Context: an optimization exercise on an open-source flow, tuned for small area. The choices shown serve that exercise and are no tape-out recipe. RTL that was checked went through simulation tests only; none was proved equivalent to the original. For run 2, only the layout was checked, not whether the RTL still works. No activity file was given, so power comes from the tool's default toggle rates.

<file path="flow/config.mk">
export PLATFORM = sky130hd
export DESIGN_NAME = instr_issue_unit
export DESIGN_NICKNAME = instr_issue_unit
export VERILOG_FILES = /design/flow/design.v
export SDC_FILE = /design/flow/constraint.sdc
export NUM_CORES = 4
export LEC_CHECK = 0
export CAP_MARGIN = 20
export CORE_MARGIN = 2
export CORE_UTILIZATION = 50
export SLEW_MARGIN = 20
</file>
<file path="flow/run.sh">
#!/bin/bash
# synth_recipe.tcl (not shown) runs the flow's synth.tcl, then flattens the netlist and writes it again
# the make line also repeats each setting of config.mk as NAME=value (left out here)
make -C /OpenROAD-flow-scripts/flow DESIGN_CONFIG=/design/flow/config.mk WORK_HOME=/design/flow/orfs CLKGATE_MAP_FILE= SYNTH_SCRIPT=/design/flow/synth_recipe.tcl finish
</file>
<file path="flow/design.v">
module instr_issue_unit #(
    parameter int               ISIZE = 16,
    parameter int               DSIZE = 16,
    parameter int               DEPTH = 64,
    parameter int               AW    = 6,
    parameter logic [ISIZE-1:0] NOP   = '0
) (
    input  logic             clk,
    input  logic             reset,
    input  logic             load_we,
    input  logic [AW-1:0]    load_addr,
    input  logic [ISIZE-1:0] load_instr,
    input  logic [DSIZE-1:0] load_data,
    input  logic             load_init,
    input  logic             start,
    input  logic [AW:0]      prog_len,
    input  logic             stall,
    input  logic             abort,
    output logic [ISIZE-1:0] Instruction,
    output logic [DSIZE-1:0] DataInit,
    output logic             InitSel,
    output logic             issue_valid,
    output logic [AW-1:0]    pc,
    output logic             busy,
    output logic             done
);
    typedef enum logic [1:0] {
        S_IDLE,
        S_FETCH,
        S_ISSUE,
        S_DONE
    } state_t;
    localparam int          EW      = ISIZE + DSIZE + 1;
    localparam logic [AW:0] DEPTH_L = (AW+1)'(DEPTH);
    localparam logic [AW:0] LEN_ONE = (AW+1)'(1);
    localparam logic [AW-1:0] PC_ONE = AW'(1);
    state_t            state;
    state_t            state_next;
    logic [AW:0]       len;
    logic [AW:0]       len_in;
    logic              last;
    logic [EW-1:0]     mem [DEPTH];
    logic [EW-1:0]     entry;
    logic              store_open;
    assign store_open = (state == S_IDLE) || (state == S_DONE);
    assign len_in     = (prog_len > DEPTH_L) ? DEPTH_L : prog_len;
    assign last       = ({1'b0, pc} == (len - LEN_ONE));
    assign entry      = mem[pc];
    always_ff @(posedge clk) begin
        if (load_we && store_open) begin
            mem[load_addr] <= {load_init, load_data, load_instr};
        end
    end
    always_ff @(posedge clk) begin
        if (reset) begin
            state <= S_IDLE;
        end else begin
            state <= state_next;
        end
    end
    always_comb begin
        state_next = state;
        if (abort) begin
            state_next = S_IDLE;
        end else begin
            case (state)
                S_IDLE, S_DONE: begin
                    if (start) begin
                        state_next = (len_in == '0) ? S_DONE : S_FETCH;
                    end
                end
                S_FETCH: state_next = S_ISSUE;
                S_ISSUE: begin
                    if (!stall) begin
                        state_next = last ? S_DONE : S_FETCH;
                    end
                end
                default: state_next = S_IDLE;
            endcase
        end
    end
    always_ff @(posedge clk) begin
        if (reset || abort) begin
            pc          <= '0;
            len         <= '0;
            Instruction <= NOP;
            DataInit    <= '0;
            InitSel     <= 1'b0;
            issue_valid <= 1'b0;
            busy        <= 1'b0;
            done        <= 1'b0;
        end else begin
            busy <= (state_next == S_FETCH) || (state_next == S_ISSUE);
            done <= (state_next == S_DONE);
            case (state)
                S_IDLE, S_DONE: begin
                    if (start) begin
                        len <= len_in;
                        pc  <= '0;
                    end
                end
                S_FETCH: begin
                    Instruction <= entry[ISIZE-1:0];
                    DataInit    <= entry[ISIZE+DSIZE-1:ISIZE];
                    InitSel     <= entry[EW-1];
                    issue_valid <= 1'b1;
                end
                S_ISSUE: begin
                    if (!stall) begin
                        Instruction <= NOP;
                        DataInit    <= '0;
                        InitSel     <= 1'b0;
                        issue_valid <= 1'b0;
                        if (!last) begin
                            pc <= pc + PC_ONE;
                        end
                    end
                end
                default: ;
            endcase
        end
    end
endmodule
</file>
<file path="flow/constraint.sdc">
create_clock -name core_clock -period 5.0 [get_ports {clk}]
set_input_delay 1.0000 -clock core_clock [delete_from_list [all_inputs] [get_ports {clk}]]
set_output_delay 1.0000 -clock core_clock [all_outputs]
set_load 0.01 [all_outputs]
</file>
==> key figures, run 1 <==
Run status
  – Status: no timing/DRC/antenna violations

Synth
  – Sequential share of the synthesized area: approximately 78%
  – Synth area leaders: edfxtp_1 (76%), mux4_2 (15%), mux2i_1 (1.6%)
  – Post-Syn Nets: roughly 3800
  – Async SR Flop Fraction: 0%
  – Cell taking the most area after synthesis: edfxtp_1
  – Syn Area/Cell: about 22 µm²
  – Ys Warns: 1
  – EDFF count, synth: around 2100
  – Synth Flop Type: edfxtp_1
  – Number of synthesized register bits: 2169
  – Mapped Area: between 80000 and 90000 µm²
  – Yosys top cell area share: between 70% and 80%
  – Mapped Cells: ~3700
  – Library cells used by synthesis: a little under 60

Place
  – GPL Wtd Cong: roughly 0.83
  – Detail Placement HPWL: about 130 mm
  – Port Buf Inserts: just over 90

Setup path
  – Worst-path cell chain: inv_1 -> ha_1 -> nor2b_1 -> nand2_1 -> nor2_4 -> buf_4
  – CP endpoint kind: register
  – Critical path class: register to register
  – Slowest stage delay, CP: about 740 ps
  – Worst Path Buf+Inv: 2
  – Top delay family on crit path: simple AND/OR/NAND/NOR gates
  – WP data required: 5490 ps
  – Worst setup SP type: register
  – Reg-to-reg slack, setup: 1360 ps
  – Crit-path max FO: 23
  – Worst path slowest cell: nand2_1
  – CP arrival: approximately 4100 ps

Global route
  – First-pass GRT wire length: 304 mm
  – GRT Util Overall: between 20 and 30%
  – Final global-route overflow total: 0
  – Vias in the first global route: 39483
  – Largest net degree at the start of global routing: ~110
  – Initial antenna violation count: 11

Floorplanning
  – Die X: about 400 µm
  – Total core area: ~160000 µm²
  – Die ar.: between 150000 and 200000 µm²
  – Initial Utilization: around half
  – IO Count: between 90 and 100
  – Chip Height: about 400 µm
  – Rows: roughly 150

Cells and area
  – Layout cell share with drive strength beyond 1: between 20% and 30%
  – Final #Nets: around 4100
  – Area growth from synthesis to layout: 13.7%

Clocking
  – Cts bufs inserted: roughly 220
  – Sink Count: 2169
  – Clock root buffer master: clkbuf_16
  – Clock tree buffer depth: 3
  – Resize count post-CTS: 0
  – Hold-fix buffers at CTS: 0
  – Worst skew pair latency: 840 ps
  – CTS H-tree lvls: 4
  – CTS tree: done
  – Post-CTS Setup Repair Bufs: 0
  – Reg clk slew, reported paths: ~60 ps

Min path
  – Worst hold path class: primary input to register

Timing
  – RSZ-0062 raised after global routing: false
  – Fin. max-slew vios: 0
  – Fin crit share: 72.9%
  – Worst Skew: approximately 28 ps
  – Min Tclk post-route: between 3000 and 4000 ps
  – Worst slew margin: between 20% and 30%
  – Worst-Margin Slew: 1180 ps
  – Final-report hold violation count: 0
  – Max Freq: roughly 270 MHz
  – Sum Neg Setup Slack: 0 ps
  – Final setup violation count: 0

Detailed routing
  – DRT iter0 DRCs: 4948
  – Drt drc: 0
  – Antenna-violating nets left: 0
  – WL final: between 200 and 250 mm
  – Wire length per cell: around 33 µm
  – Vias/cell: ~6.3
  – Initial DRT Pass Iterations: 5
  – Routed vias: about 40000

Power
  – Maximum vdd drop: between 0.3 and 0.4 mV
  – Pwr per Cell Area: approximately 380 nW/µm²
  – Leakage power: 29.0 nW
  – Final Power: roughly 36 mW

Run
  – Max Cap Violations: 0
## metal layers
layer / part of all wire (%) / global-route usage (%) / routed length, µm
met1: 44 / 39.6 / 93000
met2: 47 / 38.5 / 99800
met3: 8.2 / 4.32 / 17500
met4: 1.6 / 5.17 / 3400
met5: 0.016 / 0 / 35
## power breakdown
group          internal (mW)  total (mW)  switching, mW
Combinational          0.131       0.666          0.535
Clock                   8.65        15.3           6.66
Sequential              20.0        20.0         0.0254
## stage by stage
| stage | utilization (%) | hold slack [ps] | instance area, µm² | instances | setup WS [ps] |
|---|---|---|---|---|---|
| finish | 57.3 | 395 | 94500 | 6382 | 1360 |
| detailed placement | 53.2 | 463 | 87800 | 5982 | 778 |
| global route | 57.3 | 375 | 94500 | 6378 | 1270 |
| floorplan | - | 449 | 83100 | 3717 | 1330 |
| global placement | 53.2 | 463 | 87800 | 5982 | 778 |
| CTS | 57.3 | 341 | 94500 | 6377 | 1450 |
## cell type report
class	count	area [µm²]
inverters	11	48.8
clock buffers	279	5810
fillers	12084	70500
flip-flops and latches	2169	64600
well taps	2189	2740
diodes	5	12.5
multi-input cells	1338	18000
repair buffers	275	2470
clock inverters	116	840
## synth_stat cells (6+ instances only)
cell / number
inv_1: 8
o211ai_1: 9
a21oi_1: 53
and2_1: 43
o22ai_1: 18
mux4_2: 544
dfxtp_1: 57
buf_4: 29
nor2b_1: 14
mux2_2: 14
nand2_1: 99
clkbuf_1: 85
o21ai_0: 35
o221ai_1: 7
buf_2: 59
a32oi_1: 19
mux2i_1: 135
a221oi_1: 12
buf_6: 9
a211oi_1: 77
buf_1: 17
edfxtp_1: 2112
nor2_1: 108
a31oi_1: 6
nor3b_1: 8
nor3_1: 22
a2111oi_0: 20
nand3_1: 20
o31ai_1: 7
## state kept, by name (all words and copies together), names as in the netlist, named ones only
signal       count
DataInit        16
mem           2112
InitSel          1
pc               6
state            2
issue_valid      1
busy             1
done             1
Instruction     16
len              7
## cell usage in the layout, fill, tap and decap left out, types with 14 or more instances in the layout
cell / n
a2111oi_0: 19
a211oi_1: 77
a21oi_1: 53
a32oi_1: 19
and2_1: 43
buf_12: 26
buf_2: 28
buf_4: 161
clkbuf_1: 50
clkbuf_16: 219
clkdlybuf4s50_1: 60
clkinv_1: 51
clkinv_2: 43
dfxtp_1: 52
edfxtp_1: 2112
mux2_2: 14
mux2i_1: 135
mux4_2: 544
nand2_1: 99
nand3_1: 20
nor2_1: 43
nor2_4: 64
nor2b_1: 14
nor3_1: 21
o21ai_0: 35
o22ai_1: 18
## path summary, 6_finish.rpt
path	start	endpoint	depth (start not counted)
hold / removal	load_instr[10]	mem[55][10]	1
setup reg to reg	state[0]	mem[2][3]	6
setup / recovery	state[0]	mem[2][3]	6
hold reg to reg	len[6]	len[6]	2
## logic make-up (layout without fill, tap and decap cells)
logic type | count (synthesis) | after routing | share of synthesized area, %
flip-flops | 2169 | 2169 | 77.7
multiplexers | 693 | 693 | 16.6
AND/OR/NAND/NOR | 346 | 346 | 1.95
AO/OA/AOI/OAI | 287 | 287 | 2.41
buffers and inverters | 210 | 681 | 1.25
XOR/XNOR | 7 | 7 | 0.0738
adder cells (fa/ha/maj) | 5 | 5 | 0.0753
other | 0 | 5 | 0
==> run 2: changes to the inputs <==
==> flow/design.v (replaced) <==
module instr_issue_unit #(
    parameter int               ISIZE = 16,
    parameter int               DSIZE = 16,
    parameter int               DEPTH = 64,
    parameter int               AW    = 6,
    parameter logic [ISIZE-1:0] NOP   = '0
) (
    input  logic             clk,
    input  logic             reset,
    input  logic             load_we,
    input  logic [AW-1:0]    load_addr,
    input  logic [ISIZE-1:0] load_instr,
    input  logic [DSIZE-1:0] load_data,
    input  logic             load_init,
    input  logic             start,
    input  logic [AW:0]      prog_len,
    input  logic             stall,
    input  logic             abort,
    output logic [ISIZE-1:0] Instruction,
    output logic [DSIZE-1:0] DataInit,
    output logic             InitSel,
    output logic             issue_valid,
    output logic [AW-1:0]    pc,
    output logic             busy,
    output logic             done
);
    localparam int EW = ISIZE + DSIZE + 1;
    logic              fetch;
    logic              ph;
    logic [AW-1:0]     lm1;       
    logic              last;
    logic              clr;
    logic              idle_done;
    logic              len_zero;
    logic [AW-1:0]     lm1_in;
    logic [EW-1:0]     store [DEPTH];
    logic [EW-1:0]     nxt   [DEPTH];
    logic [DEPTH-1:0]  col   [EW];
    logic [EW-1:0]     wd;
    logic [DEPTH-1:0]  we;
    logic [DEPTH-1:0]  nwe;
    logic [DEPTH-1:0]  sel;
    logic [EW-1:0]     rd;        
    logic              ph_out;
    assign busy      = fetch | issue_valid;
    assign idle_done = ~busy;
    assign clr       = reset | abort;
    assign last      = (pc == lm1);
    assign len_zero  = (prog_len == '0);
    assign lm1_in    = prog_len[AW] ? {AW{1'b1}} : (prog_len[AW-1:0] - 1'b1);
    always_ff @(posedge clk) ph <= ~ph;
    assign wd = {load_init, load_data, load_instr} ^ {EW{ph}};
    generate
        for (genvar r = 0; r < DEPTH; r++) begin : g_row
            assign we[r]   = load_we & idle_done & (load_addr == AW'(r));
            assign nwe[r]  = ~we[r];
            assign sel[r]  = issue_valid & (pc == AW'(r));
            for (genvar b = 0; b < EW; b++) begin : g_bit
                iu_bit_next u_next (
                    .q(store[r][b]), .wr(we[r]), .hold(nwe[r]), .d(wd[b]), .y(nxt[r][b])
                );
                assign col[b][r] = store[r][b];
            end
            always_ff @(posedge clk) store[r] <= nxt[r];
        end
        for (genvar b = 0; b < EW; b++) begin : g_col
            iu_read_bit u_read (.q(col[b]), .sel(sel), .y(rd[b]));
        end
    endgenerate
    assign ph_out = ph & issue_valid;
    assign {InitSel, DataInit, Instruction} = rd ^ {EW{ph_out}};
    always_ff @(posedge clk) begin
        if (clr) begin
            fetch       <= 1'b0;
            issue_valid <= 1'b0;
            done        <= 1'b0;
            pc          <= '0;
        end else if (idle_done) begin
            if (start) begin
                pc    <= '0;
                lm1   <= lm1_in;
                fetch <= ~len_zero;
                done  <= len_zero;
            end
        end else if (fetch) begin
            fetch       <= 1'b0;
            issue_valid <= 1'b1;
        end else if (!stall) begin
            issue_valid <= 1'b0;
            fetch       <= ~last;
            done        <= last;
            if (!last) pc <= pc + 1'b1;
        end
    end
endmodule
module iu_bit_next (
    input  logic q,
    input  logic wr,
    input  logic hold,
    input  logic d,
    output logic y
);
    assign y = ~((q | wr) & (d | hold));
endmodule
module iu_aoi222 (
    input  logic [2:0] q,
    input  logic [2:0] sel,
    output logic       y
);
    assign y = ~|(q & sel);
endmodule
module iu_nand2 (
    input  logic [1:0] a,
    output logic       y
);
    assign y = ~&a;
endmodule
module iu_nand3 (
    input  logic [2:0] a,
    output logic       y
);
    assign y = ~&a;
endmodule
module iu_nand4 (
    input  logic [3:0] a,
    output logic       y
);
    assign y = ~&a;
endmodule
module iu_nor2 (
    input  logic [1:0] a,
    output logic       y
);
    assign y = ~|a;
endmodule
module iu_read_bit (
    input  logic [63:0] q,
    input  logic [63:0] sel,
    output logic        y
);
    logic [21:0] a;    
    logic [5:0]  b;    
    logic [2:0]  c;    
    for (genvar i = 0; i < 21; i++) begin : g_a
        iu_aoi222 u_a (.q(q[3*i +: 3]), .sel(sel[3*i +: 3]), .y(a[i]));
    end
    iu_nand2 u_a21 (.a({q[63], sel[63]}), .y(a[21]));
    for (genvar i = 0; i < 5; i++) begin : g_b
        iu_nand4 u_b (.a(a[4*i +: 4]), .y(b[i]));
    end
    iu_nand2 u_b5 (.a(a[21:20]), .y(b[5]));
    for (genvar i = 0; i < 3; i++) begin : g_c
        iu_nor2 u_c (.a(b[2*i +: 2]), .y(c[i]));
    end
    iu_nand3 u_d (.a(c), .y(y));
endmodule
--- a/flow/config.mk
+++ b/flow/config.mk
@@ -5,7 +5,9 @@
 export SDC_FILE = /design/flow/constraint.sdc
 export NUM_CORES = 4
 export LEC_CHECK = 0
+export ABC_CLOCK_PERIOD_IN_PS = 5000
 export CAP_MARGIN = 20
 export CORE_MARGIN = 2
 export CORE_UTILIZATION = 50
 export SLEW_MARGIN = 20
+export SYNTH_HIERARCHICAL = 1
==> key figures, run 2 <==
Setup path
  – WP data required: 4000 ps (-1490 ps)
  – Top delay family on crit path: compound AO/OA/AOI/OAI gates
  – Crit-path max FO: 5 (-78%)
  – Worst Path Buf+Inv: 5 (+3)
  – Crit path depth: 13 (+7)
  – Worst-path cell chain: inv_2 -> ha_4 -> nand2_4 -> nor2_4 -> buf_12 -> buf_16 -> a222oi_1 -> nand4_1 -> nor2_1 -> buf_4 -> nand3_4 -> xnor2_4 -> buf_6
  – Slowest stage delay, CP: 960 ps (+220 ps)
  – Worst setup SP type: register
  – Worst path slowest cell: a222oi_1
  – R2r worst-path depth: 5 (-1)
  – CP arrival: 4210 ps (+80 ps)
  – CP endpoint kind: output pin
  – Critical path class: register to output pin

Floorplanning
  – Total core area: 133000 µm² (-19%)
  – Chip Height: 370 µm (-10%)
  – IO Count: 94 (unchanged)
  – Die ar.: 137000 µm² (-19%)
  – Rows: 134 (-10%)
  – Die X: 370 µm (-10%)
  – Initial Utilization: 50.3% (-0.12 points)

Clocking
  – Worst skew pair latency: 840 ps (about the same)
  – CTS H-tree lvls: 4 (unchanged)
  – CTS tree: done
  – Cts bufs inserted: 207 (-3.7%)
  – Clock tree buffer depth: 3 (unchanged)
  – Sink Count: 2128 (-1.9%)
  – Reg clk slew, reported paths: 60 ps (about the same)
  – Clock root buffer master: clkbuf_16

Detailed routing
  – Vias/cell: 7.46 (+18%)
  – Wire length per cell: 33.3 µm (-0.70%)
  – Antenna-violating nets left: 0 (unchanged)
  – Initial DRT Pass Iterations: 14 (+9)
  – Drt drc: 0 (unchanged)
  – DRT iter0 DRCs: 11962 (+140%)
  – Routed vias: 63219 (+57%)
  – WL final: 282 mm (+32%)

Synth
  – Syn Area/Cell: 11.7 µm² (-48%)
  – Sequential share of the synthesized area: 63.7% (-14 points)
  – Synth Flop Type: dfxtp_1
  – Library cells used by synthesis: 43 (-26%)
  – Synth cell count leaders: dfxtp_1 (2122), o22ai_1 (2112), a222oi_1 (693)
  – Number of synthesized register bits: 2128 (-1.9%)
  – Synth area leaders: dfxtp_1 (63%), o22ai_1 (20%), a222oi_1 (10%)
  – Count leader, synth: dfxtp_1
  – Ys Warns: 12 (+11)
  – Mapped Cells: 5733 (+54%)
  – Async SR Flop Fraction: 0% (unchanged)
  – Cell taking the most area after synthesis: dfxtp_1
  – Mapped Area: 67000 µm² (-19%)
  – EDFF count, synth: 6 (-99.7%)
  – Post-Syn Nets: 5791 (+53%)
  – Yosys top cell area share: 63.4% (-13 points)

Power
  – Maximum vdd drop: 0.389 mV (-2.6%)
  – Pwr per Cell Area: 479 nW/µm² (+26%)
  – Leakage power: 30.8 nW (+6.3%)

Timing
  – Final-report hold violation count: 0 (unchanged)
  – Worst Skew: 27.7 ps (-0.612 ps)
  – Sum Neg Setup Slack: -1680 ps (-1680 ps)
  – Max Freq: 192 MHz (-30%)
  – RSZ-0062 raised after global routing: true
  – Worst-Margin Slew: 1210 ps (+27.8 ps)
  – Worst slew margin: 19.5% (-1.7 points)
  – Final setup violation count: 19 (+19)
  – Fin. max-slew vios: 0 (unchanged)
  – Min Tclk post-route: 5210 ps (+1560 ps)
  – Final setup margin: -207 ps (-1560 ps)
  – Fin crit share: 104% (+31 points)

Cells and area
  – Storage cell area: 42700 µm² (-34%)
  – Filler instances: 10745 (-11%)
  – Fin util: 62.8% (+5.5 points)
  – Largest regs: store x2112, lm1 x6, pc x6
  – Most common cell after layout, fill and taps aside: dfxtp_1
  – Commonest cells after routing, fill and taps aside: dfxtp_1 (2114), o22ai_1 (2112), a222oi_1 (693), buf_4 (438), clkbuf_16 (219)
  – Biggest register: store
  – Multi-input logic area: 25900 µm² (+44%)
  – Area growth from synthesis to layout: 25.0%
  – Max reg flops: 2112 (unchanged)
  – Final #Nets: 6590 (+62%)
  – Layout cell share with drive strength beyond 1: 17.3% (-10 points)

Global route
  – Largest net degree at the start of global routing: 65 (-40%)
  – First-pass GRT wire length: 405 mm (+33%)
  – Vias in the first global route: 58342 (+48%)
  – Initial antenna violation count: 13 (+2)
  – GRT Util Overall: 39.5% (+14 points)
  – Final global-route overflow total: 0 (unchanged)

Run status
  – Status: complete, but fails checks
  – Violated Checks: setup timing

Place
  – Detail Placement HPWL: 169 mm (+32%)
  – Port Buf Inserts: 93 (unchanged)
  – GPL Wtd Cong: 0.971 (+17%)
  – Setup WS pre-CTS: -269 ps (-1050 ps)

Run
  – Max Cap Violations: 0 (unchanged)

Min path
  – Hold Crit Depth: 1 (unchanged)
  – Worst hold path class: register to register
run 2: timing repair:
action,4_1_cts,5_1_grt
resized for setup,297,86
gates cloned,8,5
setup buffers,42,32
pin swaps,134,92
endpoints found under the setup margin,33,28
hold buffers,0,0
run 2: final timing paths:
check	startpoint	end	slack, ps
setup / recovery	pc[1]	DataInit[2]	-210
hold / removal	store[63][16]	store[63][16]	440
setup reg to reg	ph	store[48][14]	1350
hold reg to reg	store[63][16]	store[63][16]	440
run 2: cell families after synthesis:
family	share of synthesized area [%]
AOI/OAI and AO/OA	30.2
xor gates and xnor gates	0.981
adders and majority gates	0.112
buffers and inverters	0.517
DFF	63.7
muxes	0.0897
and+or+nand+nor	4.39
run 2: metal layers:
layer	global-route usage (%)	share of wire, %
met1	55.4	39
met2	55.5	41
met3	10.4	13
met4	20.6	5.8
met5	0.105	0.044
run 2: cell type report:
class / instances / area share, %
Timing Repair Buffer: 616 / 6.71
Tap cell: 1768 / 2.64
Sequential cell: 2128 / 51.0
Clock buffer: 324 / 7.67
Multi-Input combinational cell: 3524 / 30.9
Inverter: 55 / 0.250
Clock inverter: 61 / 0.834
Antenna cell: 1 / 0.00299
run 2: per-module statistics from Yosys, one instance, submodules excluded, a selection:
module / cells / flip-flops and latches
iu_nand4: 1 / 0
iu_nor2: 1 / 0
iu_aoi222: 1 / 0
iu_nand3: 1 / 0
iu_nand2: 1 / 0
instr_issue_unit: 2565 / 2128
iu_bit_next: 1 / 0
run 2: metrics by stage:
| stage | instance area (µm²) | instances | total power, mW | hold WS (ps) |
|---|---|---|---|---|
| global placement | 74600 | 8012 | 23.9 | 429 |
| floorplan | 67000 | 5733 | 23.1 | 421 |
| finish | 83700 | 8477 | 40.1 | 443 |
| CTS | 83100 | 8445 | 40.0 | 445 |
| detailed placement | 74600 | 8013 | 24.1 | 436 |
| global route | 83700 | 8476 | 41.4 | 451 |
run 2: power by group:
part | total (mW) | switching [mW] | internal (mW)
clock | 16.2 | 6.67 | 9.50
combinational | 2.55 | 1.22 | 1.32
sequential | 21.4 | 1.50 | 19.9
total | 40.1 | 9.40 | 30.7

-- static timing again, ports no longer ideal --
The results above use ideal ports. As a check the final layouts listed here were re-extracted and re-timed, cells and wires unchanged.
Step 1, drivers: a clkbuf_16 drives clk and a buf_2 each remaining input, both assumed.
Step 2 also shifts input and output timing later by t, the mid clock arrival at the registers, as if the neighbouring blocks saw the same clock.
Slacks: ideal ports / drivers / drivers and shift; pairs: ideal ports / drivers.
run | t, ns | slack for setup (ns) | worst register clock-pin slew, ns
run 1 | 0.909 | 1.357 / 1.357 / 0.765 | 0.07 / 0.07
run 2 | 0.911 | -0.207 / -0.287 / 0.623 | 0.07 / 0.07
The setup slack of run 1, which loses most, moves by 0.000 ns with the drivers and by -0.592 ns with both steps.
